Source: an optimization exercise on an open RTL-to-GDS flow (aim: small area, a short achievable clock period and few clock cycles). Production flows keep margins and buffers that such runs may drop. At most, simulation tests tie the RTL to the original design; equivalence was not proved. Only the layout flow was run in runs 5 and 6; the RTL was not checked for function there. Power and IR drop assume default switching activity.

### flow/run.sh
#!/bin/bash
# synth_recipe.tcl (not shown) runs the flow's synth.tcl, then flattens the netlist and writes it again
# the make line also repeats each setting of config.mk as NAME=value (left out here)
make -C /OpenROAD-flow-scripts/flow DESIGN_CONFIG=/design/flow/config.mk WORK_HOME=/design/flow/orfs CLKGATE_MAP_FILE= SYNTH_SCRIPT=/design/flow/synth_recipe.tcl finish
### flow/config.mk
export PLATFORM = sky130hd
export DESIGN_NAME = cpu_top
export DESIGN_NICKNAME = cpu_top
export VERILOG_FILES = /design/flow/design.v
export SDC_FILE = /design/flow/constraint.sdc
export NUM_CORES = 4
export LEC_CHECK = 0
export CAP_MARGIN = 10
export CELL_PAD_IN_SITES_DETAIL_PLACEMENT = 1
export CELL_PAD_IN_SITES_GLOBAL_PLACEMENT = 2
export CORE_MARGIN = 2
export CORE_UTILIZATION = 25
export PLACE_DENSITY = 0.5
export SETUP_SLACK_MARGIN = 5
export SLEW_MARGIN = 10
export TNS_END_PERCENT = 10
### flow/constraint.sdc
create_clock -name core_clock -period 10.0 [get_ports {CLK}]
set_input_delay 2.0000 -clock core_clock [delete_from_list [all_inputs] [get_ports {CLK}]]
set_output_delay 2.0000 -clock core_clock [all_outputs]
set_load 0.01 [all_outputs]
### flow/design.v
`default_nettype none
module register_file (
	input logic CLK,
	input logic nRST,
	input logic wen,
	input logic [4:0] wsel,
	input logic [31:0] wdat,
	input logic [31:1] rsel1,
	input logic [31:1] rsel2,
	output logic [31:0] rdat1,
	output logic [31:0] rdat2
);
	logic [31:0] regs [1:31];
	logic [31:1] vld;
	always_ff @(posedge CLK) begin
		for (int i = 1; i < 32; i++) begin
			if (wen && (wsel == 5'(i))) begin
				regs[i] <= wdat;
			end
		end
	end
	always_ff @(posedge CLK, negedge nRST) begin
		if (!nRST) begin
			vld <= '0;
		end else begin
			for (int i = 1; i < 32; i++) begin
				if (wen && (wsel == 5'(i))) begin
					vld[i] <= 1'b1;
				end
			end
		end
	end
	logic [31:1] sel1, sel2;
	always_comb begin
		sel1 = rsel1 & vld;
		sel2 = rsel2 & vld;
		rdat1 = '0;
		rdat2 = '0;
		for (int i = 1; i < 32; i++) begin
			rdat1 = rdat1 | (regs[i] & {32{sel1[i]}});
			rdat2 = rdat2 | (regs[i] & {32{sel2[i]}});
		end
	end
endmodule
`default_nettype wire
`default_nettype none
module cpu_top (
	input logic CLK,
	input logic nRST,
	output logic mem_ren,
	output logic mem_wen,
	output logic [31:0] mem_addr,
	output logic [31:0] mem_store,
	input logic [31:0] mem_load,
	input logic mem_ready,
	output logic halt
);
	localparam logic [5:0] OP_RTYPE = 6'h00;
	localparam logic [5:0] OP_BEQ = 6'h04;
	localparam logic [5:0] OP_ADDIU = 6'h09;
	localparam logic [5:0] OP_LW = 6'h23;
	localparam logic [5:0] OP_SW = 6'h2b;
	localparam logic [5:0] OP_HALT = 6'h3f;
	localparam logic [5:0] FN_ADDU = 6'h21;
	localparam logic [5:0] FN_SUBU = 6'h23;
	localparam logic [5:0] FN_AND = 6'h24;
	localparam logic [5:0] FN_OR = 6'h25;
	localparam logic [5:0] FN_SLT = 6'h2a;
	logic [31:2] fa;           
	logic fgo;                 
	logic squash;              
	logic [31:0] ir;
	logic ir_valid;
	logic [31:1] rs_oh, rt_oh;
	logic dpend;               
	logic dact;                
	logic dwe;
	logic [31:0] daddr, sdata;
	logic [4:0] ldst;
	logic [5:0] op, fn;
	logic [4:0] rs, rt, rd;
	logic [31:0] immx;
	logic is_r, r_ok, is_addiu, is_lw, is_sw, is_beq, is_halt, is_mem;
	assign op = ir[31:26];
	assign fn = ir[5:0];
	assign rs = ir[25:21];
	assign rt = ir[20:16];
	assign rd = ir[15:11];
	assign immx = {{16{ir[15]}}, ir[15:0]};
	assign is_r = (op == OP_RTYPE);
	assign r_ok = is_r && ((fn == FN_ADDU) || (fn == FN_SUBU) || (fn == FN_AND)
		|| (fn == FN_OR) || (fn == FN_SLT));
	assign is_addiu = (op == OP_ADDIU);
	assign is_lw = (op == OP_LW);
	assign is_sw = (op == OP_SW);
	assign is_beq = (op == OP_BEQ);
	assign is_halt = (op == OP_HALT);
	assign is_mem = is_lw || is_sw;
	logic x_ok, x_fetch, x_squash, x_mem;
	logic [31:0] ra, rb, bop, bx, sum, result;
	logic [32:0] sum_c;
	logic sub, slt, eq;
	logic rf_wen;
	logic [4:0] rf_wsel;
	logic [31:0] rf_wdat;
	assign x_ok = ir_valid && !dact && !dpend;
	assign x_fetch = x_ok && !is_halt;
	assign x_mem = x_ok && is_mem;
	logic wb_v;
	logic [4:0] wb_sel;
	logic [31:0] wb_dat, rf_a, rf_b;
	register_file u_rf (
		.CLK(CLK), .nRST(nRST), .wen(wb_v), .wsel(wb_sel), .wdat(wb_dat),
		.rsel1(rs_oh), .rsel2(rt_oh), .rdat1(rf_a), .rdat2(rf_b)
	);
	assign ra = (wb_v && (wb_sel == rs)) ? wb_dat : rf_a;
	assign rb = (wb_v && (wb_sel == rt)) ? wb_dat : rf_b;
	assign sub = is_r && ((fn == FN_SUBU) || (fn == FN_SLT));
	assign bop = is_r ? rb : immx;
	assign bx = bop ^ {32{sub}};
	assign sum_c = {ra, 1'b1} + {bx, sub};
	assign sum = sum_c[32:1];
	assign slt = (ra[31] != rb[31]) ? ra[31] : sum[31];
	assign eq = (ra == rb);
	always_comb begin
		case (fn)
			FN_AND: result = ra & rb;
			FN_OR: result = ra | rb;
			FN_SLT: result = {31'b0, slt};
			default: result = sum;
		endcase
		if (!is_r) result = sum;
	end
	assign x_squash = x_ok && is_beq && (rs != rt) && eq;
	always_comb begin
		if (dact) begin
			rf_wen = !dwe && mem_ready && (ldst != '0);
			rf_wsel = ldst;
			rf_wdat = mem_load;
		end else begin
			rf_wsel = is_r ? rd : rt;
			rf_wen = x_ok && (r_ok || is_addiu) && (rf_wsel != '0);
			rf_wdat = result;
		end
	end
	logic f_act, f_done, d_done, sq_now, uncond;
	logic [29:0] fa_seq, fa_ld, fa_br;
	assign f_act = !dact && (fgo || x_fetch);
	assign f_done = f_act && mem_ready;
	assign d_done = dact && mem_ready;
	assign sq_now = squash || x_squash;
	assign uncond = (mem_load[31:26] == OP_BEQ) && (mem_load[25:21] == mem_load[20:16]);
	assign fa_seq = fa + 30'd1;
	assign fa_ld = fa + {{14{mem_load[15]}}, mem_load[15:0]} + 30'd1;
	assign fa_br = fa + {{14{ir[15]}}, ir[15:0]};
	assign mem_ren = dact ? !dwe : (fgo || (ir_valid && !dpend && !is_halt));
	assign mem_wen = dact && dwe;
	assign mem_addr = dact ? daddr : {fa, 2'b00};
	assign mem_store = sdata;
	assign halt = ir_valid && is_halt && !dact && !dpend;
	always_ff @(posedge CLK, negedge nRST) begin
		if (!nRST) begin
			fa <= '0;
			fgo <= 1'b1;
			squash <= 1'b0;
			ir_valid <= 1'b0;
			dpend <= 1'b0;
			dact <= 1'b0;
		end else begin
			if (x_fetch) begin
				ir_valid <= 1'b0;
			end
			if (f_done) begin
				fgo <= sq_now;
				squash <= 1'b0;
				if (sq_now) begin
					fa <= fa_br;
				end else begin
					ir_valid <= 1'b1;
					fa <= uncond ? fa_ld : fa_seq;
					if (dpend || x_mem) begin
						dact <= 1'b1;
						dpend <= 1'b0;
					end
				end
			end else if (f_act) begin
				fgo <= 1'b1;
				squash <= sq_now;
				dpend <= dpend || x_mem;
			end
			if (d_done) begin
				dact <= 1'b0;
			end
		end
	end
	always_ff @(posedge CLK, negedge nRST) begin
		if (!nRST) begin
			wb_v <= 1'b0;
		end else begin
			wb_v <= rf_wen;
		end
	end
	always_ff @(posedge CLK) begin
		wb_sel <= rf_wsel;
		wb_dat <= rf_wdat;
		if (f_done) begin
			ir <= mem_load;
			for (int i = 1; i < 32; i++) begin
				rs_oh[i] <= (mem_load[25:21] == 5'(i));
				rt_oh[i] <= (mem_load[20:16] == 5'(i));
			end
		end
		if (x_mem) begin
			daddr <= sum;
			sdata <= rb;
			dwe <= is_sw;
			ldst <= rt;
		end
	end
endmodule
`default_nettype wire
==> results of run 1 <==
==> worst max-delay path, cell delays in order, from the launching register on <==
cell	delay, ns
edfxtp_1	0.41
and2_2	0.28
buf_8	0.21
a22o_1	0.31
a221oi_1	0.24
nand3_1	0.15
nor3_1	0.23
nand4_1	0.28
o21a_4	0.25
ha_1	0.33
nor4_4	0.36
nand4_1	0.39
nor3_4	0.42
a21o_4	0.22
buf_12	0.11
nand2_4	0.07
or4b_2	0.65
nand3_1	0.10
==> worst paths after layout <==
path / cells after the start / to / slack, ns / startpoint
worst max-delay path: 17 / fa[30]$_DFFE_PN0P_ / 4.79 / rs_oh[11]$_DFFE_PP_
worst min-delay path: 2 / ir_valid$_DFF_PN0_ / 0.48 / ir_valid$_DFF_PN0_
worst max register to register: 17 / fa[30]$_DFFE_PN0P_ / 4.79 / rs_oh[11]$_DFFE_PP_
worst min register to register: 2 / ir_valid$_DFF_PN0_ / 0.48 / ir_valid$_DFF_PN0_
max in group asynchronous: 2 / u_rf.vld[10]$_DFFE_PN0P_ / 7.67 / nRST
min in group asynchronous: 1 / fa[8]$_DFFE_PN0P_ / 1.08 / nRST
==> final cells by class <==
class                      count  share of cell area, %
sequential                  1260                   50.2
multi-input combinational   2854                   29.5
timing repair buffer         512                   7.31
clock buffer                 200                   5.62
tap                         3150                   5.33
clock inverter                78                   1.25
inverter                     147                  0.754
antenna                       11                 0.0372
==> through the flow <==
stage	total power (W)	std cells
after floorplan	0.0115	4536
after global placement	0.0153	7723
after detailed placement	0.0153	7723
after CTS	0.0220	8129
after global routing	0.0233	8204
final	0.0227	8212
==> state kept, by name, summed over array words and instances (netlist names), 5 cells and up <==
name / flops
sdata: 32
fa: 30
daddr: 32
ir: 32
ldst: 5
wb_dat: 32
u_rf.vld: 31
rt_oh: 31
rs_oh: 31
wb_sel: 5
u_rf.regs: 992
==> routing by layer <==
layer | GRT usage (%) | wire length, um | vias to the layer above
li1 | - | - | 19300
met1 | 39.3 | 148000 | 26500
met2 | 45.3 | 160000 | 3680
met3 | 6.62 | 36800 | 971
met4 | 16.2 | 23500 | 18
met5 | 0.161 | 172 | -
==> cells by family after synthesis <==
| family | count (synthesis) | share of synthesized area, % |
|---|---|---|
| AOI/OAI and AO/OA | 1454 | 18.6 |
| xor gates and xnor gates | 155 | 2.30 |
| adders and majority gates | 156 | 3.34 |
| buffers and inverters | 424 | 2.70 |
| DFF | 1260 | 63.0 |
| muxes | 65 | 1.16 |
| and+or+nand+nor | 1022 | 8.88 |
==> layout by cell type, fill, tap and decap left out, types with 136 or more instances in the layout <==
cell,netlist,layout
edfxtp_1,1156,1156
a22oi_1,469,466
buf_4,0,290
a22o_1,200,200
nand3_1,201,197
a221oi_1,208,174
nor2_1,191,165
clkbuf_16,0,161
nand4_1,146,146
inv_1,145,143
ha_1,154,140
a21oi_1,155,138
nand2_1,140,136
==> what timing repair did <==
item	CTS	global route
buffers inserted	119	68
endpoints found under the setup margin	97	72
pin swaps	62	71
cloned	9	4
resized for setup	331	125
==> power by group through the flow <==
stage | Combinational [W] | Sequential (W) | Clock (W)
6_report | 0.00946 | 0.00739 | 0.00584
3_5_place_dp | 0.00782 | 0.00748 | 0
3_3_place_gp | 0.00783 | 0.00747 | 0
2_1_floorplan | 0.00408 | 0.00740 | 0
4_1_cts | 0.00870 | 0.00737 | 0.00590
5_1_grt | 0.00983 | 0.00742 | 0.00607
==> run_results.csv, run 1 <==
group,metric,value,unit
status,status,"complete, no violations",
finish,multi_input_area,21800,um2
finish,final_core_utilization,31.5,%
route,drtPass1Iterations,7,
route,drcViolationCount,0,
cts,cts_root_buf,"clkbuf_16",
power_and_ir_drop,switching_power,0.00907,W
power_and_ir_drop,peakVddDrop,0.000213,V
timing,relSlewSlack,3.27,%
yosys,synth-main-ff-cell,"edfxtp_1",
die,fp-row-count,178,
route,ant_nets,0,
global_routing,grt_pass1_wl,477000,um
cts,hold_buffers,0,
timing,setup_slack,4.79,ns
cts,clk_pin_slew_worst_paths,0.05,ns
yosys,ys_seq_area_share,63.0,%
cts,clkLatencyLatePin,0.84,ns
yosys,synth_area_leaders,"edfxtp_1 59%, a22oi_1 6.0%, ha_1 3.3%",
timing,fmax,192,MHz
yosys,synth.net_count,4727,
power_and_ir_drop,swShare,40.0,%
timing,worstMarginPinSlew,1.45,ns
power_and_ir_drop,pwr-share-comb,41.7,%
cts,cts.path.max_buffers,3,
power_and_ir_drop,p_seq_share,32.6,%
setup_path,end_kind,"register",
timing,hold_violations,0,
cts,clock_sinks,1260,
global_routing,grt_remaining_overflow,0,
yosys,synth_cell_type_count,78,
cts,cts_tree,"built",
finish,fin_nets,5118,
die,fp.dieH,490,um
route,via_per_inst,6.14,
die,die_x,490,um
yosys,post-synth-top-count-cell,"edfxtp_1",
finish,postLayoutCellArea,74000,um2
yosys,synthTopCellsByCount,"1156 x edfxtp_1, 469 x a22oi_1, 208 x a221oi_1",
yosys,syn_inst,4536,
finish,seq_area,37200,um2
power_and_ir_drop,p_clk_share,25.7,%
route,wl_per_cell,44.9,um
setup_path,start_kind,"register",
worst_hold_path,min_path_type,"reg2reg",
yosys,yosysTopAreaCellShare,58.9,%
timing,tns,0,ns
global_routing,antenna_found_initial,29,
cts,ctsHtreeMaxLevel,4,
timing,finalMaxSlewViolations,0,
finish,syn2layout_area_growth,25.5,%
die,pin_count,102,
cts,numCtsBuffers,152,
place,post-place-ws,2.87,ns
route,drt-total-wl,369000,um
yosys,yosys.area.top_type,"edfxtp_1",
yosys,mappedNetlistArea,59000,um2
setup_path,crit_required,10.76,ns
global_routing,grt_max_degree,60,
place,portBuffers,101,
power_and_ir_drop,power.leakage,25.3,nW
timing,whs,0.476,ns
place,place_hpwl,216000,um
yosys,synth-edff-count,1156,
die,initial_core_util,25.1,%
die,fp.dieArea,240000,um2
flow_run,drv_cap,0,
timing,post-route-period-util,52.1,%
power_and_ir_drop,p_per_area,307,nW/um2
finish,nFillCells,24900,
timing,rsz0062_at_grt,"yes",
place,gp_congestion,0.873,
setup_path,path_class,"reg2reg",
global_routing,gr-usage-all-layers,29.8,%
timing,setup-violations-final,0,
yosys,synth-seq-cells,1260,
yosys,async_flop_share,5.32,%
yosys,syn_area_per_cell,13.0,um2
yosys,yosys_warnings,3,
timing,timing.final.crit_period,5.21,ns
route,drtIter0Drc,8405,
global_routing,grt_pass1_vias,48500,
setup_path,cp.arrival,5.97,ns
die,core_area,235000,um2
finish,drive_gt1_share,19.8,%
route,num_vias,50500,
power_and_ir_drop,intPower,0.0136,W
setup_path,crit_path_max_fanout,22,
timing,finClkSkew,0.0237,ns
place,placed_area,64900,um2
Testbench counts, summed over its fixed seeds: cycles 46,604.
==> run 2: changes to the inputs <==
--- a/flow/config.mk
+++ b/flow/config.mk
@@ -7,3 +7,3 @@
 export LEC_CHECK = 0
-export CAP_MARGIN = 10
+export CAP_MARGIN = 40
 export CELL_PAD_IN_SITES_DETAIL_PLACEMENT = 1
@@ -12,5 +12,7 @@
 export CORE_UTILIZATION = 25
+export CTS_CLUSTER_DIAMETER = 100
+export CTS_CLUSTER_SIZE = 26
 export PLACE_DENSITY = 0.5
 export SETUP_SLACK_MARGIN = 5
-export SLEW_MARGIN = 10
+export SLEW_MARGIN = 20
 export TNS_END_PERCENT = 10
==> run_results.csv, run 2 <==
group,metric,value,unit
setup_path,crit_start,"rs_oh[22]$_DFFE_PP_",
timing,finalMaxSlewViolations,0,
global_routing,grt_pass1_wl,465000,um
worst_hold_path,whs_path_depth,2,
timing,hold_violations,0,
status,status,"complete, no violations",
cts,numCtsBuffers,69,
finish,fin_nets,5027,
finish,nFillCells,24900,
cts,hold_buffers,0,
timing,setup-violations-final,0,
place,post-place-ws,2.97,ns
route,drcViolationCount,0,
power_and_ir_drop,p_seq_share,35.8,%
timing,tns,0,ns
timing,relSlewSlack,36.7,%
power_and_ir_drop,power.leakage,23.9,nW
yosys,synth_cell_type_count,78,
power_and_ir_drop,switching_power,0.00868,W
yosys,ys_seq_area_share,63.0,%
place,portBuffers,101,
cts,clkLatencyLatePin,0.78,ns
setup_path,cp.arrival,5.89,ns
finish,syn2layout_area_growth,20.7,%
setup_path,crit_path_max_fanout,24,
die,fp.dieArea,240000,um2
power_and_ir_drop,pwr-share-comb,47.0,%
finish,final_cell_mix,"1156 x edfxtp_1, 468 x a22oi_1, 271 x buf_4",
yosys,syn_inst,4536,
setup_path,worstReg2RegStart,"rs_oh[22]$_DFFE_PP_",
place,gp_congestion,0.873,
route,wl_per_cell,44.9,um
timing,worstMarginPinSlew,0.949,ns
cts,clk_pin_slew_worst_paths,0.11,ns
finish,layout_commonest_cell,"edfxtp_1",
yosys,synth_area_leaders,"edfxtp_1 59%, a22oi_1 6.0%, ha_1 3.3%",
finish,drive_gt1_share,17.5,%
worst_hold_path,min_path_type,"reg2reg",
setup_path,cpPeakStageDelay,0.46,ns
yosys,yosysTopAreaCellShare,58.9,%
power_and_ir_drop,p_per_area,286,nW/um2
die,pin_count,102,
global_routing,grt_pass1_vias,47500,
cts,cts.path.max_buffers,3,
setup_path,crit_chain,"and2_4 > buf_8 > a22o_1 > a221oi_1 > nand3_1 > nor3_1 > nand4_1 > o21a_1 > ha_2 > o2111ai_4 > a41o_1 > a31oi_2 > o211ai_1 > and3_4 > buf_12 > a21oi_4 > o21ai_4 > buf_12 > o41ai_4 > xnor2_2 > a221o_1",
timing,fmax,190,MHz
yosys,synthTopCellsByCount,"1156 x edfxtp_1, 469 x a22oi_1, 208 x a221oi_1",
setup_path,cp_common_cell,"buf_12",
global_routing,antenna_found_initial,28,
power_and_ir_drop,peakVddDrop,0.000150,V
setup_path,crit_required,10.63,ns
global_routing,grt_remaining_overflow,0,
timing,rsz0062_at_grt,"yes",
die,die_x,490,um
finish,top_register,"u_rf.regs",
finish,postLayoutCellArea,71100,um2
yosys,syn_area_per_cell,13.0,um2
finish,largest_reg_flops,992,
flow_run,drv_cap,0,
route,drtIter0Drc,8554,
global_routing,gr-usage-all-layers,29.0,%
setup_path,end_kind,"register",
setup_path,start_kind,"register",
cts,cts_root_buf,"clkbuf_16",
yosys,synth-edff-count,1156,
power_and_ir_drop,intPower,0.0117,W
power_and_ir_drop,p_clk_share,17.2,%
setup_path,path_class,"reg2reg",
die,core_area,235000,um2
place,placed_area,65500,um2
timing,setup_slack,4.74,ns
route,drt-total-wl,361000,um
yosys,synth-seq-cells,1260,
route,ant_nets,0,
setup_path,slowest_stage,"edfxtp_1",
route,drtPass1Iterations,7,
yosys,yosys_warnings,3,
yosys,async_flop_share,5.32,%
timing,timing.final.crit_period,5.26,ns
die,fp.dieH,490,um
route,via_per_inst,6.16,
yosys,yosys.area.top_type,"edfxtp_1",
yosys,synth-main-ff-cell,"edfxtp_1",
die,initial_core_util,25.1,%
timing,finClkSkew,0.0616,ns
cts,cts_tree,"built",
yosys,synth.net_count,4727,
die,fp-row-count,178,
global_routing,grt_max_degree,54,
cts,ctsHtreeMaxLevel,3,
cts,clock_sinks,1260,
place,place_hpwl,219000,um
setup_path,rr_worst_depth,21,
power_and_ir_drop,swShare,42.7,%
route,num_vias,49500,
worst_hold_path,holdCritStartpoint,"ir_valid$_DFF_PN0_",
yosys,post-synth-top-count-cell,"edfxtp_1",
timing,post-route-period-util,52.6,%
yosys,mappedNetlistArea,59000,um2
run 2: cell counts after synthesis:
Identical to the previous run, type by type.
run 2: worst paths after layout:
| kind | to | slack [ns] |
|---|---|---|
| worst max-delay path | wb_dat[31]$_DFF_P_ | 4.74 |
| worst min register to register | ir_valid$_DFF_PN0_ | 0.49 |
| worst min-delay path | ir_valid$_DFF_PN0_ | 0.49 |
| min in group asynchronous | fa[10]$_DFFE_PN0P_ | 1.17 |
| max in group asynchronous | fgo$_DFFE_PN1P_ | 7.82 |
| worst max register to register | wb_dat[31]$_DFF_P_ | 4.74 |
run 2: per-layer routing:
metal,GRT usage [%],share of wire (%)
met5,0,0.019
met4,13.1,5.4
met3,5.12,9.2
met2,45.4,44
met1,39.0,41
run 2: stage by stage:
stage	util [%]	std cells	hold WS (ns)	power [W]
finish	30.3	8039	0.488	0.0203
global route	30.3	8031	0.531	0.0209
detailed placement	27.9	7757	0.467	0.0154
CTS	29.7	7966	0.492	0.0196
global placement	27.6	7723	0.477	0.0153
floorplan	-	4536	0.438	0.0115
run 2: cells by family (layout without fill, tap and decap cells):
| group | after synthesis | count (layout) | share of synthesized area [%] |
|---|---|---|---|
| AO/OA/AOI/OAI | 1454 | 1454 | 18.6 |
| XOR/XNOR | 155 | 155 | 2.30 |
| adder cells (fa/ha/maj) | 156 | 156 | 3.34 |
| buffers and inverters | 424 | 766 | 2.70 |
| flip-flops | 1260 | 1260 | 63.0 |
| multiplexers | 65 | 65 | 1.16 |
| other | 0 | 9 | 0 |
| AND/OR/NAND/NOR | 1022 | 1024 | 8.88 |
run 2: critical path: cells and delay by family (launching register included):
family                     cells  cell delay, ns
DFF                            1            0.46
AOI/OAI and AO/OA             11            2.43
and+or+nand+nor                5            1.07
xor gates and xnor gates       1            0.15
adders and majority gates      1            0.39
buffers and inverters          3            0.58
run 2: what timing repair did:
item	4_1_cts	5_1_grt
setup buffers	90	60
endpoints found under the setup margin	99	78
resized for setup	300	125
pin swaps	60	81
gates cloned	4	4
run 2: power by group through the flow:
| stage | sequential [W] | clock, W | combinational [W] |
|---|---|---|---|
| final | 0.00729 | 0.00349 | 0.00956 |
| after global routing | 0.00732 | 0.00365 | 0.00994 |
| after CTS | 0.00728 | 0.00352 | 0.00884 |
| after detailed placement | 0.00739 | 0 | 0.00799 |
| after global placement | 0.00747 | 0 | 0.00783 |
| after floorplan | 0.00740 | 0 | 0.00408 |
run 2: layout make-up:
cell class | count | area (um2) | area share (%)
Antenna cell | 9 | 22.5 | 0.0317
Clock inverter | 30 | 420 | 0.591
Timing Repair Buffer | 504 | 5430 | 7.64
Clock buffer | 85 | 1820 | 2.56
Multi-Input combinational cell | 2854 | 21800 | 30.6
Inverter | 147 | 554 | 0.779
Tap cell | 3150 | 3940 | 5.54
Sequential cell | 1260 | 37200 | 52.2
==> run 3: changes to the inputs <==
--- a/flow/config.mk
+++ b/flow/config.mk
@@ -13,3 +13,3 @@
 export CTS_CLUSTER_DIAMETER = 100
-export CTS_CLUSTER_SIZE = 26
+export CTS_CLUSTER_SIZE = 22
 export PLACE_DENSITY = 0.5
==> run_results.csv, run 3 <==
group,metric,value,unit
status,status,"complete, no violations",
power_and_ir_drop,total_power,0.0205,W
timing,finClkSkew,0.0555,ns
timing,tns,0,ns
global_routing,antenna_found_initial,21,
worst_hold_path,min_path_type,"reg2reg",
die,initial_core_util,25.1,%
timing,rsz0062_at_grt,"yes",
timing,fmax,191,MHz
cts,clk_pin_slew_worst_paths,0.10,ns
finish,drive_gt1_share,18.1,%
die,fp.dieH,490,um
finish,fin_nets,5060,
setup_path,crit_path_max_fanout,33,
route,ant_nets,0,
finish,largest_reg_flops,992,
finish,layout_commonest_cell,"edfxtp_1",
place,portBuffers,101,
power_and_ir_drop,peakVddDrop,0.000147,V
yosys,synth_cell_type_count,78,
finish,postLayoutCellArea,71500,um2
route,num_vias,49900,
yosys,synth-main-ff-cell,"edfxtp_1",
timing,relSlewSlack,38.1,%
route,drtIter0Drc,8292,
cts,cts.path.max_buffers,3,
power_and_ir_drop,power.leakage,24.1,nW
setup_path,end_kind,"register",
yosys,async_flop_share,5.32,%
setup_path,path_class,"reg2reg",
setup_path,cp.arrival,5.73,ns
yosys,yosys.area.top_type,"edfxtp_1",
die,core_area,235000,um2
finish,final_cell_mix,"1156 x edfxtp_1, 467 x a22oi_1, 294 x buf_4",
cts,ctsHtreeMaxLevel,3,
yosys,post-synth-top-count-cell,"edfxtp_1",
place,gp_congestion,0.873,
die,pin_count,102,
route,wl_per_cell,44.8,um
yosys,synthTopCellsByCount,"1156 x edfxtp_1, 469 x a22oi_1, 208 x a221oi_1",
timing,timing.final.crit_period,5.23,ns
finish,syn2layout_area_growth,21.3,%
power_and_ir_drop,p_per_area,286,nW/um2
yosys,synth-edff-count,1156,
die,die_x,490,um
finish,nFillCells,25000,
yosys,syn_inst,4536,
setup_path,crit_required,10.50,ns
route,drcViolationCount,0,
timing,setup-violations-final,0,
yosys,synth.net_count,4727,
global_routing,gr-usage-all-layers,29.0,%
global_routing,grt_pass1_vias,47600,
yosys,yosysTopAreaCellShare,58.9,%
route,drt-total-wl,362000,um
timing,finalMaxSlewViolations,0,
yosys,synth-seq-cells,1260,
cts,cts_root_buf,"clkbuf_16",
yosys,mappedNetlistArea,59000,um2
cts,hold_buffers,0,
cts,clock_sinks,1260,
yosys,yosys_warnings,3,
finish,top_register,"u_rf.regs",
timing,worstMarginPinSlew,0.928,ns
global_routing,grt_remaining_overflow,0,
route,via_per_inst,6.18,
route,drtPass1Iterations,9,
yosys,ys_seq_area_share,63.0,%
global_routing,grt_pass1_wl,466000,um
place,placed_area,65500,um2
finish,final_cell_count_no_fill,8076,
flow_run,drv_cap,0,
yosys,synth_area_leaders,"edfxtp_1 59%, a22oi_1 6.0%, ha_1 3.3%",
setup_path,start_kind,"register",
cts,cts_tree,"built",
global_routing,grt_max_degree,54,
cts,numCtsBuffers,76,
timing,post-route-period-util,52.3,%
cts,clkLatencyLatePin,0.78,ns
place,place_hpwl,219000,um
die,fp-row-count,178,
place,dp_cells,7757,
die,fp.dieArea,240000,um2
timing,hold_violations,0,
yosys,syn_area_per_cell,13.0,um2
run 3: cell counts after synthesis:
No cell type changed its count.
run 3: path summary, 6_finish.rpt:
path,depth (start not counted),slack (ns),from,to
max,20,4.77,u_rf.vld[3]$_DFFE_PN0P_,daddr[30]$_DFFE_PP_
min,1,0.49,fa[31]$_DFFE_PN0P_,fa[31]$_DFFE_PN0P_
max reg2reg,20,4.77,u_rf.vld[3]$_DFFE_PN0P_,daddr[30]$_DFFE_PP_
min reg2reg,1,0.49,fa[31]$_DFFE_PN0P_,fa[31]$_DFFE_PN0P_
max in group asynchronous,3,7.82,nRST,fgo$_DFFE_PN1P_
min in group asynchronous,1,1.17,nRST,fa[5]$_DFFE_PN0P_
run 3: repair_timing:
action | CTS | global route
buffers inserted | 87 | 87
cloned | 4 | 5
resized for setup | 294 | 139
endpoints found under the setup margin | 98 | 77
pin swaps | 63 | 86
hold endpoints to repair | 0 | 0
run 3: cell families (layout without fill, tap and decap cells):
kind of cell | Yosys count | count (layout) | share of synthesized area, %
multiplexers | 65 | 65 | 1.16
XOR/XNOR | 155 | 155 | 2.30
other | 0 | 11 | 0
adder cells (fa/ha/maj) | 156 | 156 | 3.34
AND/OR/NAND/NOR | 1022 | 1024 | 8.88
flip-flops | 1260 | 1260 | 63.0
buffers and inverters | 424 | 801 | 2.70
AO/OA/AOI/OAI | 1454 | 1454 | 18.6
run 3: layer usage:
layer / share of wire (%) / track usage [%] / vias up
li1: - / - / 19000
met1: 41 / 39.0 / 26400
met2: 44 / 45.3 / 3593
met3: 9.6 / 5.43 / 827
met4: 5.3 / 12.9 / 8
met5: 0.014 / 0 / -
run 3: final cells by class:
type / instances / area [um2] / share of cell area (%)
clock inverter: 25 / 309 / 0.432
clock buffer: 99 / 2110 / 2.96
timing repair buffer: 530 / 5660 / 7.91
antenna: 11 / 27.5 / 0.0385
inverter: 147 / 554 / 0.775
sequential: 1260 / 37200 / 52.0
tap: 3150 / 3940 / 5.51
multi-input combinational: 2854 / 21700 / 30.4
run 3: stage by stage:
step	utilization, %	setup WS (ns)	hold WS, ns
2_1_floorplan	-	5.09	0.438
3_3_place_gp	27.6	2.79	0.477
3_5_place_dp	27.9	2.97	0.467
4_1_cts	29.8	4.93	0.490
5_1_grt	30.4	4.69	0.531
6_report	30.4	4.77	0.486
run 3: report_power, final:
part           internal (W)  switching [W]  total, W
Combinational       0.00338        0.00617   0.00955
Clock               0.00158        0.00207   0.00365
Sequential          0.00684       0.000452   0.00729
Total                0.0118        0.00869    0.0205
run 3: worst max-delay path: stages, from the launching register on:
cell,delay (ns)
dfrtp_1,0.42
and2_2,0.20
buf_12,0.17
a221oi_2,0.40
nand4_1,0.19
nor3_4,0.40
a21oi_4,0.12
xnor2_2,0.15
o21ai_2,0.20
ha_4,0.23
buf_6,0.11
o21a_1,0.18
o21a_1,0.18
o2bb2ai_1,0.26
o21ai_4,0.15
a311oi_4,0.38
o21bai_4,0.15
nor3_4,0.26
o31ai_4,0.12
a221oi_2,0.34
xnor2_1,0.13
==> run 4: changes to the inputs <==
--- a/flow/config.mk
+++ b/flow/config.mk
@@ -14,3 +14,3 @@
 export CTS_CLUSTER_SIZE = 22
-export PLACE_DENSITY = 0.5
+export PLACE_DENSITY = 0.65
 export SETUP_SLACK_MARGIN = 5
==> run_results.csv, run 4 <==
group,metric,value,unit
cts,clock_sinks,1260,
status,status,"complete, no violations",
global_routing,grt_pass1_vias,48700,
setup_path,start_kind,"register",
timing,worstMarginPinSlew,0.982,ns
route,drcViolationCount,0,
die,core_area,235000,um2
timing,hold_violations,0,
setup_path,rr_worst_depth,21,
yosys,synth_top_family_by_area,"compound AO/OA/AOI/OAI gates",
cts,hold_buffers,0,
timing,relSlewSlack,34.6,%
timing,setup-violations-final,0,
setup_path,crit_required,10.64,ns
global_routing,grt_max_degree,53,
route,num_vias,50800,
global_routing,antenna_found_initial,19,
power_and_ir_drop,p_per_area,281,nW/um2
finish,syn2layout_area_growth,20.2,%
worst_hold_path,min_path_type,"reg2reg",
finish,final_cell_mix,"1156 x edfxtp_1, 469 x a22oi_1, 249 x buf_4",
setup_path,reg2reg_to,"wb_dat[30]$_DFF_P_",
finish,top_register,"u_rf.regs",
route,drtPass1Iterations,10,
global_routing,gr-usage-all-layers,26.8,%
setup_path,path_class,"reg2reg",
yosys,synth_cell_type_count,78,
finish,drive_gt1_share,17.0,%
route,wl_met3,45500,um
timing,tns,0,ns
timing,finalMaxSlewViolations,0,
die,initial_core_util,25.1,%
cts,cts_tree,"built",
finish,final_cell_count_no_fill,8024,
yosys,async_flop_share,5.32,%
yosys,synth-main-ff-cell,"edfxtp_1",
finish,fin_nets,5013,
power_and_ir_drop,power.leakage,23.8,nW
route,routed.top_layer,"met5",
place,portBuffers,101,
cts,ctsHtreeMaxLevel,3,
route,wl_met1,123000,um
yosys,yosys.area_share.simple,8.88,%
place,gp_congestion,0.975,
cts,numCtsBuffers,71,
setup_path,crit_start,"u_rf.vld[11]$_DFFE_PN0P_",
global_routing,grt_pass1_wl,440000,um
route,ant_nets,0,
timing,rsz0062_at_grt,"yes",
global_routing,grt_remaining_overflow,0,
place,dp_cells,7769,
yosys,synth_compound_area_share,18.6,%
cts,cts_root_buf,"clkbuf_16",
setup_path,crit_path_max_fanout,19,
power_and_ir_drop,peakVddDrop,0.000171,V
cts,clkLatencyLatePin,0.75,ns
timing,timing.final.crit_period,5.27,ns
yosys,ys_seq_area_share,63.0,%
setup_path,end_kind,"register",
route,drt-total-wl,333000,um
route,drtIter0Drc,9892,
die,pin_count,102,
yosys,yosys_warnings,3,
route,met2_length,140000,um
die,die_x,490,um
place,place_hpwl,208000,um
yosys,yosysTopAreaCellShare,58.9,%
yosys,syn_area_per_cell,13.0,um2
die,fp-row-count,178,
setup_path,endpoint,"wb_dat[30]$_DFF_P_",
die,fp.dieH,490,um
yosys,syn_inst,4536,
yosys,synth_area_leaders,"edfxtp_1 59%, a22oi_1 6.0%, ha_1 3.3%",
yosys,yosys.area.top_type,"edfxtp_1",
die,fp.dieArea,240000,um2
yosys,synth-seq-cells,1260,
finish,layout_commonest_cell,"edfxtp_1",
setup_path,cp.arrival,5.91,ns
timing,finClkSkew,0.0416,ns
route,wl_per_cell,41.5,um
timing,post-route-period-util,52.7,%
flow_run,drv_cap,0,
yosys,synthTopCellsByCount,"1156 x edfxtp_1, 469 x a22oi_1, 208 x a221oi_1",
yosys,synth-xor-area-share,2.30,%
cts,cts.path.max_buffers,3,
route,via_per_inst,6.32,
yosys,synth.net_count,4727,
finish,largest_reg_flops,992,
place,post-place-ws,3.26,ns
timing,fmax,190,MHz
yosys,post-synth-top-count-cell,"edfxtp_1",
yosys,synth.area.mux_share,1.16,%
cts,clk_pin_slew_worst_paths,0.11,ns
finish,nFillCells,25200,
yosys,synth-edff-count,1156,
timing,setup_slack,4.73,ns
yosys,synth_adder_area_share,3.34,%
setup_path,worstReg2RegStart,"u_rf.vld[11]$_DFFE_PN0P_",
setup_path,ff2ff_setup_slack,4.73,ns
yosys,mappedNetlistArea,59000,um2
-- run 4: worst min-delay path by stage --
stage                       start                  to  slack (ns)  cells after the start
6_report       fa[31]$_DFFE_PN0P_  fa[31]$_DFFE_PN0P_        0.48                      1
5_1_grt        fa[31]$_DFFE_PN0P_  fa[31]$_DFFE_PN0P_        0.50                      1
4_1_cts        fa[31]$_DFFE_PN0P_  fa[31]$_DFFE_PN0P_        0.48                      1
3_5_place_dp   fa[31]$_DFFE_PN0P_  fa[31]$_DFFE_PN0P_        0.46                      1
3_3_place_gp   ir_valid$_DFF_PN0_  ir_valid$_DFF_PN0_        0.45                      2
2_1_floorplan   ldst[4]$_DFFE_PP_   wb_sel[4]$_DFF_P_        0.44                      2
-- run 4: per-stage QoR --
step / cell area (um2) / util, % / total power, W / hold slack [ns]
2_1_floorplan: 59000 / - / 0.0115 / 0.438
3_3_place_gp: 64800 / 27.6 / 0.0148 / 0.450
3_5_place_dp: 65900 / 28.1 / 0.0150 / 0.458
4_1_cts: 69700 / 29.7 / 0.0189 / 0.475
5_1_grt: 70900 / 30.2 / 0.0204 / 0.503
6_report: 70900 / 30.2 / 0.0199 / 0.477
-- run 4: kinds of logic (layout without fill, tap and decap cells) --
family	count (synthesis)	in the layout
compound gates	1454	1455
flops	1260	1260
simple gates	1022	1023
buf+inv	424	753
fa+ha+maj	156	156
xor+xnor	155	155
mux	65	65
other cells	0	7
-- run 4: timing repair --
item / 4_1_cts / 5_1_grt
gates cloned: 4 / 1
setup endpoints to repair: 96 / 74
gates resized for setup: 241 / 136
setup buffers: 69 / 53
pin swaps: 47 / 70
-- run 4: cell type report --
| type | count | area [um2] | share of cell area [%] |
|---|---|---|---|
| multi-input combinational | 2854 | 21800 | 30.8 |
| clock inverter | 14 | 185 | 0.261 |
| clock buffer | 104 | 1970 | 2.79 |
| antenna | 7 | 17.5 | 0.0247 |
| timing repair buffer | 488 | 5240 | 7.39 |
| inverter | 147 | 558 | 0.787 |
| tap | 3150 | 3940 | 5.56 |
| sequential | 1260 | 37200 | 52.4 |
-- run 4: report_power, final --
part | internal, W | switching, W
clock | 0.00144 | 0.00192
sequential | 0.00683 | 0.000555
combinational | 0.00334 | 0.00586
total | 0.0116 | 0.00834
-- run 4: worst max-delay path: stages, from the launching register on --
cell and delay [ns]:
dfrtp_1 0.44, and2_2 0.21, buf_6 0.21, a22o_1 0.28, a221oi_1 0.20, nand3_1 0.18, nor3_2 0.22, a31oi_2 0.17
xnor2_1 0.19, o21ai_1 0.17, ha_1 0.31, a2111oi_1 0.53, o2bb2ai_1 0.18, o21ai_2 0.14, a311oi_4 0.32, o21bai_4 0.17
nor3_4 0.29, o31ai_4 0.12, a221oi_2 0.27, buf_4 0.18, and3b_1 0.19, nor3_2 0.06
-- run 4: layer usage --
layer	GRT usage [%]	vias up
li1	-	18900
met2	39.5	4582
met5	0	-
met3	8.25	1193
met1	34.4	26000
met4	16.3	12
==> run 5: changes to the inputs <==
--- a/flow/design.v
+++ b/flow/design.v
@@ -10,3 +10,5 @@
 	output logic [31:0] rdat1,
-	output logic [31:0] rdat2
+	output logic [31:0] rdat2,
+	output logic rvld1,
+	output logic rvld2
 );
@@ -32,6 +34,3 @@
 	end
-	logic [31:1] sel1, sel2;
 	always_comb begin
-		sel1 = rsel1 & vld;
-		sel2 = rsel2 & vld;
 		rdat1 = '0;
@@ -39,6 +38,8 @@
 		for (int i = 1; i < 32; i++) begin
-			rdat1 = rdat1 | (regs[i] & {32{sel1[i]}});
-			rdat2 = rdat2 | (regs[i] & {32{sel2[i]}});
-		end
-	end
+			rdat1 = rdat1 | (regs[i] & {32{rsel1[i]}});
+			rdat2 = rdat2 | (regs[i] & {32{rsel2[i]}});
+		end
+	end
+	assign rvld1 = |(rsel1 & vld);
+	assign rvld2 = |(rsel2 & vld);
 endmodule
@@ -74,2 +75,3 @@
 	logic [31:1] rs_oh, rt_oh;
+	logic ir_halt;             
 	logic dpend;               
@@ -82,3 +84,3 @@
 	logic [31:0] immx;
-	logic is_r, r_ok, is_addiu, is_lw, is_sw, is_beq, is_halt, is_mem;
+	logic is_r, r_ok, is_addiu, is_lw, is_sw, is_beq, is_mem;
 	assign op = ir[31:26];
@@ -96,3 +98,2 @@
 	assign is_beq = (op == OP_BEQ);
-	assign is_halt = (op == OP_HALT);
 	assign is_mem = is_lw || is_sw;
@@ -106,3 +107,3 @@
 	assign x_ok = ir_valid && !dact && !dpend;
-	assign x_fetch = x_ok && !is_halt;
+	assign x_fetch = x_ok && !ir_halt;
 	assign x_mem = x_ok && is_mem;
@@ -111,8 +112,14 @@
 	logic [31:0] wb_dat, rf_a, rf_b;
+	logic rf_va, rf_vb, byp_a, byp_b, use_a, use_b;
 	register_file u_rf (
 		.CLK(CLK), .nRST(nRST), .wen(wb_v), .wsel(wb_sel), .wdat(wb_dat),
-		.rsel1(rs_oh), .rsel2(rt_oh), .rdat1(rf_a), .rdat2(rf_b)
+		.rsel1(rs_oh), .rsel2(rt_oh), .rdat1(rf_a), .rdat2(rf_b),
+		.rvld1(rf_va), .rvld2(rf_vb)
 	);
-	assign ra = (wb_v && (wb_sel == rs)) ? wb_dat : rf_a;
-	assign rb = (wb_v && (wb_sel == rt)) ? wb_dat : rf_b;
+	assign byp_a = wb_v && (wb_sel == rs);
+	assign byp_b = wb_v && (wb_sel == rt);
+	assign use_a = !byp_a && rf_va;
+	assign use_b = !byp_b && rf_vb;
+	assign ra = ({32{byp_a}} & wb_dat) | ({32{use_a}} & rf_a);
+	assign rb = ({32{byp_b}} & wb_dat) | ({32{use_b}} & rf_b);
 	assign sub = is_r && ((fn == FN_SUBU) || (fn == FN_SLT));
@@ -155,3 +162,3 @@
 	assign fa_br = fa + {{14{ir[15]}}, ir[15:0]};
-	assign mem_ren = dact ? !dwe : (fgo || (ir_valid && !dpend && !is_halt));
+	assign mem_ren = dact ? !dwe : (fgo || (ir_valid && !dpend && !ir_halt));
 	assign mem_wen = dact && dwe;
@@ -159,3 +166,3 @@
 	assign mem_store = sdata;
-	assign halt = ir_valid && is_halt && !dact && !dpend;
+	assign halt = ir_valid && ir_halt && !dact && !dpend;
 	always_ff @(posedge CLK, negedge nRST) begin
@@ -202,3 +209,10 @@
 	end
+	logic [4:0] nx_rs, nx_rt;
+	assign nx_rs = f_done ? mem_load[25:21] : rs;
+	assign nx_rt = f_done ? mem_load[20:16] : rt;
 	always_ff @(posedge CLK) begin
+		for (int i = 1; i < 32; i++) begin
+			rs_oh[i] <= (nx_rs == 5'(i));
+			rt_oh[i] <= (nx_rt == 5'(i));
+		end
 		wb_sel <= rf_wsel;
@@ -207,6 +221,3 @@
 			ir <= mem_load;
-			for (int i = 1; i < 32; i++) begin
-				rs_oh[i] <= (mem_load[25:21] == 5'(i));
-				rt_oh[i] <= (mem_load[20:16] == 5'(i));
-			end
+			ir_halt <= (mem_load[31:26] == OP_HALT);
 		end
--- a/flow/config.mk
+++ b/flow/config.mk
@@ -7,2 +7,3 @@
 export LEC_CHECK = 0
+export ABC_CLOCK_PERIOD_IN_PS = 3500
 export CAP_MARGIN = 40
@@ -12,7 +13,4 @@
 export CORE_UTILIZATION = 25
-export CTS_CLUSTER_DIAMETER = 100
-export CTS_CLUSTER_SIZE = 22
-export PLACE_DENSITY = 0.65
+export PLACE_DENSITY = 0.5
 export SETUP_SLACK_MARGIN = 5
 export SLEW_MARGIN = 20
-export TNS_END_PERCENT = 10
==> run_results.csv, run 5 <==
group,metric,value,unit
status,status,"complete, no violations",
yosys,mappedNetlistArea,58600,um2
finish,drive_gt1_share,22.4,%
setup_path,cp.arrival,5.86,ns
power_and_ir_drop,total_power,0.0203,W
global_routing,antenna_found_initial,14,
cts,cts.path.max_buffers,3,
power_and_ir_drop,p_per_area,269,nW/um2
finish,layout_commonest_cell,"edfxtp_1",
die,initial_core_util,25.2,%
cts,cts_root_buf,"clkbuf_16",
die,fp.dieH,488,um
timing,timing.final.crit_period,5.18,ns
yosys,synthTopCellsByCount,"1095 x edfxtp_1, 626 x a22oi_1, 268 x nand3_1",
yosys,synth-main-ff-cell,"edfxtp_1",
cts,numCtsBuffers,149,
cts,cts_tree,"built",
place,dp_cells,7699,
timing,finClkSkew,0.0702,ns
finish,nFillCells,24600,
die,fp-row-count,177,
yosys,synth-edff-count,1095,
route,drtIter0Drc,7704,
power_and_ir_drop,p_seq_share,35.3,%
yosys,synth.net_count,4729,
die,fp.dieArea,238000,um2
setup_path,crit_family,"compound AO/OA/AOI/OAI gates",
yosys,synth_cell_type_count,85,
route,drtPass1Iterations,7,
worst_hold_path,min_path_type,"reg2reg",
yosys,synth_area_leaders,"edfxtp_1 56%, a22oi_1 8.0%, dfxtp_1 3.4%",
yosys,yosysTopAreaCellShare,56.1,%
die,core_area,233000,um2
setup_path,path_class,"reg2reg",
cts,clk_pin_slew_worst_paths,0.07,ns
finish,fin_nets,5177,
yosys,post-synth-top-count-cell,"edfxtp_1",
route,drt-total-wl,352000,um
timing,rsz0062_at_grt,"yes",
yosys,ys_seq_area_share,62.4,%
flow_run,drv_cap,0,
setup_path,end_kind,"register",
route,drcViolationCount,0,
place,gp_congestion,0.900,
power_and_ir_drop,intPower,0.0125,W
timing,relSlewSlack,38.0,%
setup_path,path_buf_inv,3,
route,wl_per_cell,42.7,um
power_and_ir_drop,power.leakage,26.1,nW
timing,setup-violations-final,0,
route,via_per_inst,6.06,
power_and_ir_drop,switching_power,0.00780,W
route,num_vias,50000,
die,pin_count,102,
setup_path,crit_chain,"buf_6 > buf_12 > a222oi_1 > nand3_1 > or4_4 > a22o_4 > ha_4 > a21oi_4 > o21ai_2 > a21o_1 > a21o_1 > and2_4 > a2111oi_4 > or3b_4 > a211oi_4 > buf_6 > nor3b_4 > xnor2_2 > a221o_1",
cts,clkLatencyLatePin,0.84,ns
yosys,async_flop_share,5.31,%
setup_path,cpPeakStageDelay,0.58,ns
place,place_hpwl,217000,um
power_and_ir_drop,pwr-share-comb,36.3,%
power_and_ir_drop,peakVddDrop,0.000153,V
yosys,syn_area_per_cell,12.9,um2
finish,final_cell_mix,"1095 x edfxtp_1, 585 x a22oi_1, 309 x buf_4",
global_routing,gr-usage-all-layers,28.8,%
yosys,syn_inst,4538,
power_and_ir_drop,swShare,38.5,%
setup_path,crit_required,10.68,ns
timing,post-route-period-util,51.8,%
global_routing,grt_pass1_vias,49000,
yosys,yosys.area.top_type,"edfxtp_1",
setup_path,crit_path_max_fanout,17,
finish,final_core_utilization,32.3,%
cts,clock_sinks,1261,
yosys,synth-seq-cells,1261,
setup_path,start_kind,"register",
power_and_ir_drop,p_clk_share,28.4,%
finish,largest_reg_flops,992,
yosys,yosys_warnings,3,
die,die_x,488,um
timing,worstMarginPinSlew,0.926,ns
global_routing,grt_pass1_wl,464000,um
route,ant_nets,0,
place,portBuffers,101,
timing,whs,0.469,ns
cts,ctsHtreeMaxLevel,4,
finish,final_cell_count_no_fill,8254,
setup_path,slowest_stage,"a222oi_1",
finish,syn2layout_area_growth,28.4,%
timing,finalMaxSlewViolations,0,
finish,top_register,"u_rf.regs",
global_routing,grt_max_degree,58,
timing,hold_violations,0,
global_routing,grt_remaining_overflow,0,
timing,fmax,193,MHz
timing,tns,0,ns
-- run 5: cell type report --
| cell class | count | area, um2 | area share [%] |
|---|---|---|---|
| diodes | 11 | 27.5 | 0.0366 |
| clock buffers | 191 | 4000 | 5.32 |
| clock inverters | 85 | 1090 | 1.45 |
| inverters | 151 | 576 | 0.765 |
| multi-input cells | 2843 | 22200 | 29.5 |
| flip-flops and latches | 1261 | 36700 | 48.8 |
| well taps | 3132 | 3920 | 5.21 |
| repair buffers | 580 | 6730 | 8.94 |
-- run 5: cell families (layout without fill, tap and decap cells) --
group	Yosys count	count (layout)	share of synthesized area (%)
AO/OA/AOI/OAI	1518	1518	19.8
flip-flops	1261	1261	62.4
AND/OR/NAND/NOR	947	949	8.23
buffers and inverters	436	1007	2.80
adder cells (fa/ha/maj)	156	156	3.36
XOR/XNOR	151	151	2.26
multiplexers	69	69	1.24
other	0	11	0
-- run 5: worst register-to-register path: cells and delay by family (launching register included) --
family	cells	cell delay, ns
xor+xnor	1	0.17
flops	1	0.32
fa+ha+maj	1	0.27
buf+inv	3	0.64
compound gates	9	2.16
simple gates	5	1.48
-- run 5: worst paths after layout --
path | start | end | slack [ns] | depth (start not counted)
setup / recovery | rs_oh[7]$_DFF_P_ | wb_dat[21]$_DFF_P_ | 4.82 | 19
hold / removal | fa[31]$_DFFE_PN0P_ | fa[31]$_DFFE_PN0P_ | 0.47 | 1
setup reg to reg | rs_oh[7]$_DFF_P_ | wb_dat[21]$_DFF_P_ | 4.82 | 19
hold reg to reg | fa[31]$_DFFE_PN0P_ | fa[31]$_DFFE_PN0P_ | 0.47 | 1
max in group asynchronous | nRST | dact$_DFFE_PN0P_ | 7.78 | 2
min in group asynchronous | nRST | fa[12]$_DFFE_PN0P_ | 1.17 | 1
-- run 5: metal layers --
metal	GRT usage [%]	up-vias	routed length, um
li1	-	19400	-
met1	37.2	26100	142000
met2	44.8	3530	157000
met3	6.94	986	32900
met4	14.4	6	20700
met5	0	-	37
-- run 5: power groups by stage --
stage                     sequential [W]  clock [W]  combinational (W)
after floorplan                  0.00722          0            0.00285
final                            0.00715    0.00575            0.00737
after CTS                        0.00719    0.00582            0.00688
after global routing             0.00718    0.00601            0.00763
after global placement           0.00745          0            0.00579
after detailed placement         0.00738          0            0.00589
-- run 5: timing repair --
item,4_1_cts,5_1_grt
setup endpoints to repair,121,79
buffers inserted,201,43
gates resized for setup,441,115
pin swaps,127,72
gates cloned,20,0
hold buffers,0,0
-- run 5: stage by stage --
step                      cell area (um2)  setup WS, ns
after floorplan                     58600          5.14
after global placement              64100          3.21
after detailed placement            65000          3.17
after CTS                           74300          4.84
after global routing                75200          4.67
final                               75200          4.82
==> run 6: changes to the inputs <==
--- a/flow/design.v
+++ b/flow/design.v
@@ -74,4 +74,4 @@
 	logic ir_valid;
-	logic [31:1] rs_oh, rt_oh;
 	logic ir_halt;             
+	logic [31:0] opa, opb;     
 	logic dpend;               
@@ -100,7 +100,7 @@
 	logic x_ok, x_fetch, x_squash, x_mem;
-	logic [31:0] ra, rb, bop, bx, sum, result;
+	logic [31:0] bop, bx, sum, result;
 	logic [32:0] sum_c;
 	logic sub, slt, eq;
-	logic rf_wen;
-	logic [4:0] rf_wsel;
+	logic rf_wen, x_wen;
+	logic [4:0] rf_wsel, x_wsel;
 	logic [31:0] rf_wdat;
@@ -109,28 +109,13 @@
 	assign x_mem = x_ok && is_mem;
-	logic wb_v;
-	logic [4:0] wb_sel;
-	logic [31:0] wb_dat, rf_a, rf_b;
-	logic rf_va, rf_vb, byp_a, byp_b, use_a, use_b;
-	register_file u_rf (
-		.CLK(CLK), .nRST(nRST), .wen(wb_v), .wsel(wb_sel), .wdat(wb_dat),
-		.rsel1(rs_oh), .rsel2(rt_oh), .rdat1(rf_a), .rdat2(rf_b),
-		.rvld1(rf_va), .rvld2(rf_vb)
-	);
-	assign byp_a = wb_v && (wb_sel == rs);
-	assign byp_b = wb_v && (wb_sel == rt);
-	assign use_a = !byp_a && rf_va;
-	assign use_b = !byp_b && rf_vb;
-	assign ra = ({32{byp_a}} & wb_dat) | ({32{use_a}} & rf_a);
-	assign rb = ({32{byp_b}} & wb_dat) | ({32{use_b}} & rf_b);
 	assign sub = is_r && ((fn == FN_SUBU) || (fn == FN_SLT));
-	assign bop = is_r ? rb : immx;
+	assign bop = is_r ? opb : immx;
 	assign bx = bop ^ {32{sub}};
-	assign sum_c = {ra, 1'b1} + {bx, sub};
+	assign sum_c = {opa, 1'b1} + {bx, sub};
 	assign sum = sum_c[32:1];
-	assign slt = (ra[31] != rb[31]) ? ra[31] : sum[31];
-	assign eq = (ra == rb);
+	assign slt = (opa[31] != opb[31]) ? opa[31] : sum[31];
+	assign eq = (opa == opb);
 	always_comb begin
 		case (fn)
-			FN_AND: result = ra & rb;
-			FN_OR: result = ra | rb;
+			FN_AND: result = opa & opb;
+			FN_OR: result = opa | opb;
 			FN_SLT: result = {31'b0, slt};
@@ -141,2 +126,4 @@
 	assign x_squash = x_ok && is_beq && (rs != rt) && eq;
+	assign x_wsel = is_r ? rd : rt;
+	assign x_wen = x_ok && (r_ok || is_addiu) && (x_wsel != '0);
 	always_comb begin
@@ -147,4 +134,4 @@
 		end else begin
-			rf_wsel = is_r ? rd : rt;
-			rf_wen = x_ok && (r_ok || is_addiu) && (rf_wsel != '0);
+			rf_wen = x_wen;
+			rf_wsel = x_wsel;
 			rf_wdat = result;
@@ -152,3 +139,36 @@
 	end
-	logic f_act, f_done, d_done, sq_now, uncond;
+	logic wb_v;
+	logic [4:0] wb_sel;
+	logic [31:0] wb_dat, rf_a, rf_b, nx_a, nx_b;
+	logic [4:0] ld_rs, ld_rt;
+	logic [31:1] ld_rs_oh, ld_rt_oh;
+	logic rf_va, rf_vb;
+	assign ld_rs = mem_load[25:21];
+	assign ld_rt = mem_load[20:16];
+	always_comb begin
+		for (int i = 1; i < 32; i++) begin
+			ld_rs_oh[i] = (ld_rs == 5'(i));
+			ld_rt_oh[i] = (ld_rt == 5'(i));
+		end
+	end
+	register_file u_rf (
+		.CLK(CLK), .nRST(nRST), .wen(wb_v), .wsel(wb_sel), .wdat(wb_dat),
+		.rsel1(ld_rs_oh), .rsel2(ld_rt_oh), .rdat1(rf_a), .rdat2(rf_b),
+		.rvld1(rf_va), .rvld2(rf_vb)
+	);
+	function automatic logic [31:0] pick(input logic [4:0] r, input logic [31:0] rf,
+			input logic rfv);
+		logic [31:0] v;
+		if (x_wen && (x_wsel == r)) begin
+			v = result;
+		end else if (wb_v && (wb_sel == r)) begin
+			v = wb_dat;
+		end else begin
+			v = rf & {32{rfv}};
+		end
+		pick = v;
+	endfunction
+	assign nx_a = pick(ld_rs, rf_a, rf_va);
+	assign nx_b = pick(ld_rt, rf_b, rf_vb);
+	logic f_act, f_done, d_done, ld_wb, sq_now, uncond;
 	logic [29:0] fa_seq, fa_ld, fa_br;
@@ -157,2 +177,3 @@
 	assign d_done = dact && mem_ready;
+	assign ld_wb = d_done && !dwe && (ldst != '0);
 	assign sq_now = squash || x_squash;
@@ -209,10 +230,3 @@
 	end
-	logic [4:0] nx_rs, nx_rt;
-	assign nx_rs = f_done ? mem_load[25:21] : rs;
-	assign nx_rt = f_done ? mem_load[20:16] : rt;
 	always_ff @(posedge CLK) begin
-		for (int i = 1; i < 32; i++) begin
-			rs_oh[i] <= (nx_rs == 5'(i));
-			rt_oh[i] <= (nx_rt == 5'(i));
-		end
 		wb_sel <= rf_wsel;
@@ -222,2 +236,7 @@
 			ir_halt <= (mem_load[31:26] == OP_HALT);
+			opa <= nx_a;
+			opb <= nx_b;
+		end else begin
+			if (ld_wb && (ldst == rs)) opa <= mem_load;
+			if (ld_wb && (ldst == rt)) opb <= mem_load;
 		end
@@ -225,3 +244,3 @@
 			daddr <= sum;
-			sdata <= rb;
+			sdata <= opb;
 			dwe <= is_sw;
==> flow/flow/run.sh (new file) <==
#!/bin/bash
set -euo pipefail
MARGIN=${MARGIN:-6}
sed -e "s|\"\${@:-finish}\"|SETUP_SLACK_MARGIN=$MARGIN \"\${@:-finish}\"|" standard.sh > standard_margin.sh
grep -q "SETUP_SLACK_MARGIN=$MARGIN" standard_margin.sh
bash standard_margin.sh > flow_make.log 2>&1
==> flow/standard.sh (new file) <==
#!/bin/bash
# synth_recipe.tcl (not shown) runs the flow's synth.tcl, then flattens the netlist and writes it again
# the make line also repeats each setting of config.mk as NAME=value (left out here)
make -C /OpenROAD-flow-scripts/flow DESIGN_CONFIG=/design/flow/config.mk WORK_HOME=/design/flow/orfs CLKGATE_MAP_FILE= SYNTH_SCRIPT=/design/flow/synth_recipe.tcl "${@:-finish}"
--- a/flow/config.mk
+++ b/flow/config.mk
@@ -7,3 +7,2 @@
 export LEC_CHECK = 0
-export ABC_CLOCK_PERIOD_IN_PS = 3500
 export CAP_MARGIN = 40
@@ -14,3 +13,2 @@
 export PLACE_DENSITY = 0.5
-export SETUP_SLACK_MARGIN = 5
 export SLEW_MARGIN = 20
removed: flow/run.sh
==> run_results.csv, run 6 <==
group,metric,value,unit
status,status,"complete, no violations",
setup_path,path_class,"reg2reg",
timing,whs,0.525,ns
cts,hold_buffers,0,
yosys,synth-seq-cells,1263,
cts,clkLatencyLatePin,0.84,ns
route,drcViolationCount,0,
setup_path,crit_path_max_fanout,8,
route,num_vias,54400,
cts,cts_tree,"built",
timing,worstMarginPinSlew,0.973,ns
finish,postLayoutCellArea,80600,um2
yosys,async_flop_share,5.30,%
worst_hold_path,min_path_type,"reg2reg",
yosys,synth_cell_type_count,81,
cts,ctsHtreeMaxLevel,4,
timing,post-route-period-util,47.8,%
yosys,synth_adder_area_share,3.23,%
yosys,yosysTopAreaCellShare,57.2,%
finish,final_cell_mix,"1159 x edfxtp_1, 917 x a22oi_1, 462 x nand2_1",
setup_path,path_buf_inv,5,
setup_path,start_kind,"register",
yosys,synth_compound_area_share,19.4,%
yosys,synth-xor-area-share,2.58,%
finish,final_core_utilization,33.2,%
yosys,synth.net_count,5189,
timing,fmax,209,MHz
yosys,synthTopCellsByCount,"1159 x edfxtp_1, 923 x a22oi_1, 484 x nand2_1",
die,fp-row-count,181,
timing,hold_violations,0,
place,post-place-ws,2.66,ns
timing,finalMaxSlewViolations,0,
global_routing,grt_pass1_wl,512000,um
timing,relSlewSlack,34.6,%
setup_path,crit_required,10.55,ns
timing,finClkSkew,0.0375,ns
worst_hold_path,whs_path_depth,1,
setup_path,cpPeakStageDelay,0.54,ns
place,portBuffers,101,
finish,fin_nets,5806,
yosys,synth.area.mux_share,1.40,%
cts,clk_pin_slew_worst_paths,0.06,ns
yosys,yosys_warnings,3,
yosys,syn_inst,4998,
setup_path,ff2ff_setup_slack,5.22,ns
setup_path,crit_family,"simple AND/OR/NAND/NOR gates",
yosys,yosys.area_share.simple,9.60,%
setup_path,reg2reg_to,"opa[24]$_DFFE_PP_",
timing,rsz0062_at_grt,"yes",
setup_path,end_kind,"register",
place,place_hpwl,238000,um
place,gp_congestion,0.873,
die,initial_core_util,25.1,%
global_routing,grt_remaining_overflow,0,
finish,nFillCells,25600,
yosys,ys_seq_area_share,61.2,%
timing,setup-violations-final,0,
yosys,synth_area_leaders,"edfxtp_1 57%, a22oi_1 11%, ha_1 3.2%",
timing,setup_slack,5.22,ns
cts,cts.path.max_buffers,3,
yosys,synth_top_family_by_area,"compound AO/OA/AOI/OAI gates",
setup_path,rr_worst_depth,19,
cts,cts_root_buf,"clkbuf_16",
die,core_area,243000,um2
yosys,post-synth-top-count-cell,"edfxtp_1",
power_and_ir_drop,power.leakage,28.6,nW
worst_hold_path,holdCritStartpoint,"u_rf.vld[13]$_DFFE_PN0P_",
timing,tns,0,ns
flow_run,drv_cap,0,
yosys,syn_area_per_cell,12.2,um2
finish,drive_gt1_share,25.9,%
route,drtPass1Iterations,8,
global_routing,antenna_found_initial,29,
finish,top_register,"u_rf.regs",
worst_hold_path,holdPathEnd,"u_rf.vld[13]$_DFFE_PN0P_",
finish,largest_reg_flops,992,
timing,timing.final.crit_period,4.78,ns
route,drt-total-wl,388000,um
yosys,yosys.area.top_type,"edfxtp_1",
route,wl_per_cell,43.3,um
yosys,mappedNetlistArea,60800,um2
place,placed_area,68600,um2
die,fp.dieH,497,um
global_routing,grt_pass1_vias,53900,
setup_path,slowest_stage,"or4bb_4",
die,pin_count,102,
route,ant_nets,0,
die,fp.dieArea,247000,um2
global_routing,grt_max_degree,98,
cts,clock_sinks,1263,
setup_path,cp.depth,19,
power_and_ir_drop,peakVddDrop,0.000199,V
power_and_ir_drop,p_per_area,242,nW/um2
setup_path,cp.arrival,5.33,ns
global_routing,gr-usage-all-layers,30.4,%
yosys,synth-edff-count,1159,
yosys,synth-main-ff-cell,"edfxtp_1",
setup_path,worstReg2RegStart,"ir[2]$_DFFE_PP_",
route,via_per_inst,6.08,
finish,syn2layout_area_growth,32.6,%
cts,numCtsBuffers,152,
die,die_x,497,um
route,drtIter0Drc,8612,
setup_path,crit_chain,"or4bb_4 > or2_4 > buf_12 > xnor2_2 > o21ai_1 > ha_1 > and3_4 > and4_4 > nand3_4 > o21ai_4 > o2111a_1 > o21a_4 > buf_6 > buf_6 > o31a_1 > buf_4 > o211ai_1 > buf_4 > o31a_1",
finish,layout_commonest_cell,"edfxtp_1",
## run 6: cell types whose count changed in the layout (fill, tap and decap cells not counted), moves of 44 or more
cell,previous run,this run
nand2_1,139,462
buf_4,309,411
nor2_4,27,99
nor3_1,45,112
nand3_1,264,105
a221oi_1,140,4
a21oi_1,122,176
a22o_1,189,3
buf_6,39,119
edfxtp_1,1095,1159
or4_4,46,2
a22oi_1,585,917
clkdlybuf4s50_1,94,37
## run 6: logic make-up after synthesis
logic type / count (synthesis)
muxes: 79
buffers and inverters: 423
AOI/OAI and AO/OA: 1640
xor gates and xnor gates: 178
adders and majority gates: 156
and+or+nand+nor: 1259
DFF: 1263
## run 6: timing repair
action / in CTS / in global routing
cloned: 25 / 2
endpoints found under the hold margin: 0 / 0
buffers inserted: 271 / 75
gates resized for setup: 821 / 190
pin swaps: 148 / 108
endpoints found under the setup margin: 218 / 168
## run 6: how the worst max path moves through the flow
stage                          from           endpoint
floorplan                 mem_ready   opa[0]$_DFFE_PP_
global placement       mem_load[24]  opa[10]$_DFFE_PP_
detailed placement     mem_load[24]  opa[24]$_DFFE_PP_
CTS                 ir[2]$_DFFE_PP_  opa[25]$_DFFE_PP_
global route        ir[2]$_DFFE_PP_  opa[24]$_DFFE_PP_
finish              ir[2]$_DFFE_PP_  opa[24]$_DFFE_PP_
## run 6: final cells by class
class                           count  area [um2]  area share [%]
Antenna cell                       11        27.5          0.0341
Clock inverter                     90         860            1.07
Sequential cell                  1263       37200            46.2
Timing Repair Buffer              762        8600            10.7
Clock buffer                      188        4100            5.08
Tap cell                         3202        4010            4.97
Inverter                          122         485           0.602
Multi-Input combinational cell   3314       25300            31.4
## run 6: power by group
| group | leakage [nW] | total (W) | internal (W) | switching, W |
|---|---|---|---|---|
| clock network | 2.41 | 0.00570 | 0.00327 | 0.00243 |
| logic | 14.5 | 0.00649 | 0.00255 | 0.00394 |
| registers | 11.7 | 0.00735 | 0.00681 | 0.000532 |
| total | 28.6 | 0.0195 | 0.0126 | 0.00690 |
## run 6: through the flow
stage / std cells / total power, W
after CTS: 8861 / 0.0190
after global placement: 8228 / 0.0119
after detailed placement: 8287 / 0.0120
after floorplan: 4998 / 0.00964
final: 8952 / 0.0195
after global routing: 8942 / 0.0201
## run 6: layer usage
layer | vias to the layer above | GRT usage [%] | wire length [um]
met3 | 1025 | 6.61 | 35700
li1 | 21100 | - | -
met5 | - | 0 | 77
met1 | 28600 | 38.9 | 153000
met2 | 3734 | 48.5 | 177000
met4 | 12 | 14.8 | 22600

[re-timing with driven ports]
No port has a modelled driver above. Below, the same layouts with a new extraction and two added sets of constraints.
Step 1 (the two cells are an assumption about what drives the block):
set clk [get_ports {CLK}]
set_driving_cell -lib_cell sky130_fd_sc_hd__clkbuf_16 $clk
set_driving_cell -lib_cell sky130_fd_sc_hd__buf_2 [delete_from_list [all_inputs] $clk]
Step 2, shift: input delay + t, output delay - t, t = (earliest + latest rising clock arrival at the registers) / 2. This alone moves slack from input paths to output paths.
Three values: ideal ports, drivers, drivers and shift; two values: the first two.
run | shift t [ns] | setup WS [ns] | worst hold slack (ns) | worst setup path after step 2
run 1 | 0.921 | 4.786 / 4.786 / 4.156 | 0.476 / 0.476 / 0.476 | input to register
run 2 | 0.837 | 4.739 / 4.739 / 4.148 | 0.488 / 0.488 / 0.488 | input to register
run 3 | 0.841 | 4.772 / 4.772 / 4.126 | 0.486 / 0.486 / 0.486 | input to register
run 4 | 0.822 | 4.730 / 4.730 / 4.238 | 0.477 / 0.477 / 0.477 | input to register
run 5 | 0.900 | 4.823 / 4.823 / 4.386 | 0.469 / 0.469 / 0.469 | input to register
run 6 | 0.907 | 5.224 / 5.224 / 4.751 | 0.525 / 0.525 / 0.525 | input to register
After both steps setup and hold are still met in every run listed. For run 3, which loses most, drivers alone change the setup slack by 0.000 ns; drivers and shift together by -0.646 ns.
